What follows belongs to an exercise in optimizing a design on an open flow for small area and a short achievable clock period; a production flow would make more cautious choices.
Only simulation tests tie the RTL to the original design; equivalence was not proved.
Power and IR drop assume default switching activity.

==> flow/design.v (excerpt) <==
module dsconv_top (
    input  wire        clk,
    input  wire        rst,
    input  wire        start,
    input  wire [47:0] input_pixels,         
    output wire [6:0]  input_pixel_addr,
    output wire [11:0] output_pixel,
    output wire [6:0]  output_pixel_addr,
    output wire [1:0]  output_filter,
    output wire        ready,
    output wire        done
);
    reg  [8:0] icnt;
    reg  [6:0] ia;
    reg        hold;      
    reg        done_r;
    wire       take = start && !hold;
    always @(posedge clk) begin
        if (rst) begin
            icnt <= 9'd1;
            ia   <= 7'd0;
            hold <= 1'b0;
        end else begin
            if (take) icnt <= icnt + 9'd1;
            ia <= take ? icnt[6:0] : icnt[6:0] - 7'd1;
            if (hold) begin
                if (done_r) hold <= 1'b0;
            end else if (take && icnt == 9'd0) begin
                hold <= 1'b1;
            end
        end
    end
    assign input_pixel_addr = ia;
    reg [47:0]          x0;
    reg [34*48-1:0]      dl;     
    reg                 v1;
    always @(posedge clk) begin
        x0  <= input_pixels;
        v1  <= take && !rst;
        if (v1) dl <= {dl[(34-1)*48-1:0], x0};
    end
    wire dw0_0, dw0_1;
  ...
For scale: ~3700 cells after synthesis, ~2000 flip-flops, ~81 I/O pins, roughly 73000 um2 of cells after synthesis.
export LEC_CHECK = 0
export CAP_MARGIN = 20
export CORE_MARGIN = 2
export CORE_UTILIZATION = 65
export CTS_CLUSTER_DIAMETER = 100
export CTS_CLUSTER_SIZE = 30
export SLEW_MARGIN = 20
export SYNTH_HIERARCHICAL = 1
export SYNTH_MINIMUM_KEEP_SIZE = 0
create_clock -name core_clock -period 11.0 [get_ports {clk}]
standard.sh (not shown) runs the stock make flow with config.mk's settings and CLKGATE_MAP_FILE= SYNTH_SCRIPT=/design/flow/synth_recipe.tcl, a recipe that flattens the netlist after the stock synthesis.
==> flow/flow/run.sh <==
#!/bin/bash
# The standard layout (the standard.sh: standard synthesis and the ORFS
# steps), with two changes to how it optimises, not to what it is given:
#  - repair_timing aims for 7.8 ns of setup slack at the 11 ns clock, so that
#    paths are sped up well below the clock period;
#  - the input and output port buffers are buf_2 cells, not the delay cells
#    buffer_ports would pick.
set -euo pipefail
bash standard.sh SETUP_SLACK_MARGIN=7.8 "BUFFER_PORTS_ARGS=-buffer_cell sky130_fd_sc_hd__buf_2" finish > standard.log 2>&1
Rerun with:
--- a/flow/flow/run.sh
+++ b/flow/flow/run.sh
@@ -4 +4 @@
-#  - repair_timing aims for 7.8 ns of setup slack at the 11 ns clock, so that
+#  - repair_timing aims for 7.7 ns of setup slack at the 11 ns clock, so that
@@ -9 +9 @@
-bash standard.sh SETUP_SLACK_MARGIN=7.8 "BUFFER_PORTS_ARGS=-buffer_cell sky130_fd_sc_hd__buf_2" finish > standard.log 2>&1
+bash standard.sh SETUP_SLACK_MARGIN=7.7 "BUFFER_PORTS_ARGS=-buffer_cell sky130_fd_sc_hd__buf_2" finish > standard.log 2>&1
Outcome: Wire length shrinks slightly; die area is unchanged; worst setup slack stays flat; register-to-register slack loses 50 ps; fmax barely changes; power barely changes; final area falls slightly; non-clock buffer count drops by 19.

========
Setup of job 1555:
dsconv_top, a different RTL version from the one above (not shown whole).
Size in the first run: roughly 3900 cells after synthesis, roughly 2000 flip-flops, ~81 I/O pins.
Design dsconv_top, start of the top module:
module dsconv_top (
    input  wire        clk,
    input  wire        rst,
    input  wire        start,
    input  wire [47:0] input_pixels,         
    output wire [6:0]  input_pixel_addr,
    output wire [11:0] output_pixel,
    output wire [6:0]  output_pixel_addr,
    output wire [1:0]  output_filter,
    output wire        ready,
    output wire        done
);
    reg  [8:0] icnt;
    reg  [6:0] ia;
    reg        hold;      
    reg        done_r;
    wire       take = start && !hold;
    always @(posedge clk) begin
        if (rst) begin
            icnt <= 9'd1;
            ia   <= 7'd0;
            hold <= 1'b0;
        end else begin
            if (take) begin
                icnt <= icnt + 9'd1;
                ia   <= icnt[6:0];
            end
            if (hold) begin
                if (done_r) hold <= 1'b0;
            end else if (take && icnt == 9'd0) begin
                hold <= 1'b1;
            end
        end
    end
  ...
export LEC_CHECK = 0
export CAP_MARGIN = 20
export CORE_MARGIN = 2
export CORE_UTILIZATION = 65
export CTS_CLUSTER_DIAMETER = 100
export CTS_CLUSTER_SIZE = 30
export SLEW_MARGIN = 20
create_clock -name core_clock -period 11.0 [get_ports {clk}]
==> flow/flow/run.sh <==
#!/bin/bash
# The standard layout (the standard.sh: standard synthesis and the ORFS
# steps), with two changes to how it optimises, not to what it is given:
#  - repair_timing aims for 8.0 ns of setup slack at the 11 ns clock, so that
#    paths are sped up well below the clock period;
#  - the input and output port buffers are buf_2 cells, not the delay cells
#    buffer_ports would pick.
set -euo pipefail
bash standard.sh SETUP_SLACK_MARGIN=8.0 "BUFFER_PORTS_ARGS=-buffer_cell sky130_fd_sc_hd__buf_2" finish > standard.log 2>&1
Job 1555 finished every stage and its layout cleared the timing, DRC and antenna checks.
Changes in job 5725 relative to job 1555:
-- flow/flow/run.sh --
<<< job 1555, line 4
#  - repair_timing aims for 8.0 ns of setup slack at the 11 ns clock, so that
>>> job 5725, line 4
#  - repair_timing aims for 7.7 ns of setup slack at the 11 ns clock, so that
<<< job 1555, line 9
bash standard.sh SETUP_SLACK_MARGIN=8.0 "BUFFER_PORTS_ARGS=-buffer_cell sky130_fd_sc_hd__buf_2" finish > standard.log 2>&1
>>> job 5725, line 9
bash standard.sh SETUP_SLACK_MARGIN=7.7 "BUFFER_PORTS_ARGS=-buffer_cell sky130_fd_sc_hd__buf_2" finish > standard.log 2>&1
==> comparison <==
Job 5725 completed every stage of the flow, and the final layout passed the timing, DRC and antenna checks. In job 5725 the combinational fraction of design power turned out 1.0 points lower than in job 1555. Taking job 1555 as the reference, in job 5725 count of non-CTS inverters in the layout did not really move, final standard cell area without fillers went down, period utilization did not really move, sequential cell power did not really move. Comparing job 1555 against job 5725, there is no change at all in number of clock-tree buffers in the layout.
Modified inputs, job 3751 compared to job 5725
-- flow/flow/run.sh --
<<< job 5725, line 4
#  - repair_timing aims for 7.7 ns of setup slack at the 11 ns clock, so that
>>> job 3751, line 4
#  - repair_timing aims for 7.4 ns of setup slack at the 11 ns clock, so that
<<< job 5725, line 9
bash standard.sh SETUP_SLACK_MARGIN=7.7 "BUFFER_PORTS_ARGS=-buffer_cell sky130_fd_sc_hd__buf_2" finish > standard.log 2>&1
>>> job 3751, line 9
bash standard.sh SETUP_SLACK_MARGIN=7.4 "BUFFER_PORTS_ARGS=-buffer_cell sky130_fd_sc_hd__buf_2" finish > standard.log 2>&1
Findings:
Compared to job 5725, job 3751 leaves more free space in the core.
Against job 5725, final standard cell area without fillers in job 3751 fell slightly.
[job 3751] worst setup slack fell 0.086 ns relative to job 5725
Summary: routed wire length, job 3751 better than job 5725
Number of nets at the end of the flow ends up higher on job 5725.
Comparing job 3751 with job 5725, the number of distinct library cells after synthesis came out essentially unchanged.
Side by side, total power turned out lower in job 3751 than in job 5725.
Fraction of area in clock buffers and inverters of job 5725 is on par with job 3751.

==> afterwards: timing with drivers on the ports <==
How much do the figures lean on ideal ports? The routed layouts below were timed once more, with nothing changed but the port constraints. Step 1, drivers: a clkbuf_16 drives clk and a buf_2 each remaining input, both assumed. Step 2 also shifts input and output timing later by t, the mid clock arrival at the registers, as if the neighbouring blocks saw the same clock. a / b / c = ideal / step 1 / step 2; a / b = the first two.
| run | t (ns) | setup WS [ns] | worst setup path after step 2 | slew at the worst register clock pin (ns) |
|---|---|---|---|---|
| the first run of note 1 | 0.744 | 7.676 / 7.608 / 7.406 | input to register | 0.11 / 0.11 |
| the second run of note 1 | 0.744 | 7.675 / 7.606 / 7.407 | input to register | 0.12 / 0.12 |
| job 1555 | 0.734 | 7.610 / 7.543 / 7.394 | input to register | 0.12 / 0.12 |
| job 5725 | 0.738 | 7.607 / 7.540 / 7.180 | input to register | 0.11 / 0.11 |
| job 3751 | 0.734 | 7.521 / 7.472 / 7.164 | input to register | 0.11 / 0.11 |
After both steps setup and hold are still met in every run listed. The setup slack of job 5725, which loses most, moves by -0.067 ns with the drivers and by -0.427 ns with both steps.
